From an optimization exercise on the open Yosys and OpenROAD flow, aimed at small area and a short achievable clock period; shortcuts taken in it are not production practice.
In this exercise RTL edits were held to simulation tests only and were not proved equivalent to the original.

Setup of the previous run:
==> flow/design.v <==
package accum_bank_pkg;
  localparam int sys_cols   = 4;
  localparam int P_BITWIDTH = 16;
endpackage
module accum_column
#(
  parameter int IN_W  = accum_bank_pkg::P_BITWIDTH,
  parameter int ACC_W = 32,
  parameter int DEPTH = 16
) (
  input  logic             clk,
  input  logic             valid_i,
  input  logic             first_i,
  input  logic [IN_W-1:0]  data_i,
  output logic [ACC_W-1:0] data_o,
  output logic             ovf_o
);
  localparam int HI_W = ACC_W - IN_W;
  localparam int LV   = $clog2(IN_W);
  logic [ACC_W:0] body_q [DEPTH-1];
  logic [ACC_W:0] tail_q;
  logic [ACC_W:0] head_s;
  logic [IN_W-1:0] a_lo_s, s_lo_s, res_lo_s;
  logic            c_lo_s, sx_s;
  logic [HI_W-1:0] a_hi_s, inc_s, dec_s, up_s, dn_s, res_hi_s;
  logic [HI_W-1:0] all1_s, all0_s;
  logic            is_max_s, is_min_s, ovf_s, flag_s;
  assign head_s = body_q[0];
  assign a_hi_s = head_s[ACC_W-1:IN_W];
  assign a_lo_s = head_s[IN_W-1:0];
  assign sx_s   = data_i[IN_W-1];
  assign {c_lo_s, s_lo_s} = {1'b0, a_lo_s} + {1'b0, data_i};
  for (genvar i = 0; i < HI_W; i++) begin : g_hi
    assign all1_s[i] = &a_hi_s[i:0];
    assign all0_s[i] = ~|a_hi_s[i:0];
  end
  assign inc_s    = a_hi_s ^ {all1_s[HI_W-2:0], 1'b1};
  assign dec_s    = a_hi_s ^ {all0_s[HI_W-2:0], 1'b1};
  assign is_max_s = ~a_hi_s[HI_W-1] & all1_s[HI_W-2];
  assign is_min_s =  a_hi_s[HI_W-1] & all0_s[HI_W-2];
  assign up_s     = is_max_s ? a_hi_s : inc_s;
  assign dn_s     = is_min_s ? a_hi_s : dec_s;
  always_comb begin
    ovf_s = sx_s ? (~c_lo_s & is_min_s) : (c_lo_s & is_max_s);
    if (first_i) begin
      res_hi_s = {HI_W{sx_s}};
      res_lo_s = data_i;
    end else begin
      if (c_lo_s) res_hi_s = sx_s ? a_hi_s : up_s;
      else        res_hi_s = sx_s ? dn_s : a_hi_s;
      res_lo_s = ovf_s ? {IN_W{~sx_s}} : s_lo_s;
    end
    flag_s = ~first_i & (head_s[ACC_W] | ovf_s);
  end
  always_ff @(posedge clk) begin
    if (valid_i) begin
      tail_q <= {flag_s, res_hi_s, res_lo_s};
      body_q[DEPTH-2] <= tail_q;
      for (int i = 0; i < DEPTH-2; i++) body_q[i] <= body_q[i+1];
    end
  end
  assign data_o = tail_q[ACC_W-1:0];
  assign ovf_o  = tail_q[ACC_W];
endmodule
module accum_bank
#(
  parameter int COLS     = accum_bank_pkg::sys_cols,
  parameter int IN_W     = accum_bank_pkg::P_BITWIDTH,
  parameter int ACC_W    = 32,
  parameter int DEPTH    = 16,
  parameter bit SATURATE = 1'b1,
  localparam int ROW_W   = $clog2(DEPTH)
) (
  input  logic                  clk,
  input  logic                  rst,
  input  logic                  i_valid,
  input  logic                  i_first,
  input  logic                  i_last,
  input  logic [COLS*IN_W-1:0]  i_data,
  output logic [COLS-1:0]       o_valid,
  output logic [COLS*ROW_W-1:0] o_row,
  output logic [COLS*ACC_W-1:0] o_data,
  output logic [COLS-1:0]       o_ovf,
  output logic                  o_tile_done
);
  logic [COLS:0]  v_s, e_s, f_s;
  logic [ROW_W-1:0] r_s [COLS+1];
  logic [ROW_W-1:0] row_q;
  logic             done_q;
  always_ff @(posedge clk or posedge rst) begin
    if (rst) row_q <= '0;
    else if (i_valid) row_q <= row_q + 1'b1;
  end
  assign v_s[0] = i_valid;
  assign e_s[0] = i_valid & i_last;
  assign f_s[0] = i_first;
  assign r_s[0] = row_q;
  for (genvar s = 1; s <= COLS; s++) begin : g_stage
    always_ff @(posedge clk or posedge rst) begin
      if (rst) begin
        v_s[s] <= 1'b0;
        e_s[s] <= 1'b0;
      end else begin
        v_s[s] <= v_s[s-1];
        e_s[s] <= e_s[s-1];
      end
    end
    always_ff @(posedge clk) begin
      f_s[s] <= f_s[s-1];
      r_s[s] <= r_s[s-1];
    end
  end
  always_ff @(posedge clk or posedge rst) begin
    if (rst) done_q <= 1'b0;
    else     done_q <= e_s[COLS-1] & (r_s[COLS-1] == ROW_W'(DEPTH-1));
  end
  assign o_tile_done = done_q;
  for (genvar c = 0; c < COLS; c++) begin : g_lane
    accum_column #(
      .IN_W (IN_W),
      .ACC_W(ACC_W),
      .DEPTH(DEPTH)
    ) u_col (
      .clk    (clk),
      .valid_i(v_s[c]),
      .first_i(f_s[c]),
      .data_i (i_data[c*IN_W +: IN_W]),
      .data_o (o_data[c*ACC_W +: ACC_W]),
      .ovf_o  (o_ovf[c])
    );
    assign o_valid[c]             = e_s[c+1];
    assign o_row[c*ROW_W +: ROW_W] = r_s[c+1];
  end
endmodule
export LEC_CHECK = 0
export ABC_AREA = 1
export CAP_MARGIN = 20
export CORE_MARGIN = 2
export CORE_UTILIZATION = 55
export CTS_CLUSTER_DIAMETER = 150
export CTS_CLUSTER_SIZE = 25
export SETUP_SLACK_MARGIN = 4.2
export SLEW_MARGIN = 20
create_clock -name core_clock -period 7.5 [get_ports {clk}]
run.sh (not shown) runs the stock make flow with config.mk's settings and CLKGATE_MAP_FILE= SYNTH_SCRIPT=/design/flow/synth_recipe.tcl, a recipe that flattens the netlist after the stock synthesis.
Input-level comparison between the current run and the previous run:
diff --git a/flow/design.v b/flow/design.v
--- a/flow/design.v
+++ b/flow/design.v
@@ -20,36 +20,30 @@
   logic [ACC_W:0] body_q [DEPTH-1];
   logic [ACC_W:0] tail_q;
   logic [ACC_W:0] head_s;
   logic [IN_W-1:0] a_lo_s, s_lo_s, res_lo_s;
   logic            c_lo_s, sx_s;
-  logic [HI_W-1:0] a_hi_s, inc_s, dec_s, up_s, dn_s, res_hi_s;
-  logic [HI_W-1:0] all1_s, all0_s;
-  logic            is_max_s, is_min_s, ovf_s, flag_s;
+  logic [HI_W-1:0] a_hi_s, inc_s, res_hi_s;
+  logic            ovf_s, flag_s;
   assign head_s = body_q[0];
   assign a_hi_s = head_s[ACC_W-1:IN_W];
   assign a_lo_s = head_s[IN_W-1:0];
   assign sx_s   = data_i[IN_W-1];
   assign {c_lo_s, s_lo_s} = {1'b0, a_lo_s} + {1'b0, data_i};
-  for (genvar i = 0; i < HI_W; i++) begin : g_hi
-    assign all1_s[i] = &a_hi_s[i:0];
-    assign all0_s[i] = ~|a_hi_s[i:0];
-  end
-  assign inc_s    = a_hi_s ^ {all1_s[HI_W-2:0], 1'b1};
-  assign dec_s    = a_hi_s ^ {all0_s[HI_W-2:0], 1'b1};
-  assign is_max_s = ~a_hi_s[HI_W-1] & all1_s[HI_W-2];
-  assign is_min_s =  a_hi_s[HI_W-1] & all0_s[HI_W-2];
-  assign up_s     = is_max_s ? a_hi_s : inc_s;
-  assign dn_s     = is_min_s ? a_hi_s : dec_s;
+  logic [HI_W-1:0] b_s;
+  logic            step_s, sat_s;
+  assign b_s    = a_hi_s ^ {HI_W{sx_s}};
+  assign inc_s  = (b_s + 1'b1) ^ {HI_W{sx_s}};
+  assign sat_s  = (b_s == {1'b0, {(HI_W-1){1'b1}}});
+  assign step_s = c_lo_s ^ sx_s;
   always_comb begin
-    ovf_s = sx_s ? (~c_lo_s & is_min_s) : (c_lo_s & is_max_s);
+    ovf_s = step_s & sat_s;
     if (first_i) begin
       res_hi_s = {HI_W{sx_s}};
       res_lo_s = data_i;
     end else begin
-      if (c_lo_s) res_hi_s = sx_s ? a_hi_s : up_s;
-      else        res_hi_s = sx_s ? dn_s : a_hi_s;
+      res_hi_s = (step_s & ~sat_s) ? inc_s : a_hi_s;
       res_lo_s = ovf_s ? {IN_W{~sx_s}} : s_lo_s;
     end
     flag_s = ~first_i & (head_s[ACC_W] | ovf_s);
   end
   always_ff @(posedge clk) begin
==> run summary <==
The current run: flow completed, timing, DRC and antenna clean
On via count, the higher figure sits with the previous run, not the current run.
Average cell area after synthesis grows by a few percent when moving from the previous run to the current run.
Minimum clock period after layout in the current run is 0.0073 ns lower than in the previous run
In the flow results for the previous run and the current run, the post-synthesis instance total is smaller on the current run.
Taking the previous run as the reference, in the current run total global routing track utilization +0.17 points, non-clock buffer count -about 1%.

-- static timing again, ports no longer ideal --
The results above use ideal ports. As a check the final layouts listed here were re-extracted and re-timed, cells and wires unchanged.
Step 1, drivers: a clkbuf_16 drives clk and a buf_2 each remaining input, both assumed.
Step 2 also shifts input and output timing later by t, the mid clock arrival at the registers, as if the neighbouring blocks saw the same clock.
Slacks: ideal / step 1 / step 2; pairs: ideal / step 1.
run | t (ns) | setup slack, ns | hold slack, ns | worst register clock-pin slew, ns | worst data-port slew with drivers (ns)
the previous run | 0.776 | 4.258 / 4.185 / 3.521 | 0.353 / 0.353 / 0.353 | 0.12 / 0.12 | 0.08
the current run | 0.776 | 4.265 / 4.193 / 3.538 | 0.359 / 0.359 / 0.359 | 0.11 / 0.11 | 0.07
After both steps setup and hold are still met in every run listed. For the previous run, which loses most, drivers alone change the setup slack by -0.073 ns; drivers and shift together by -0.737 ns.
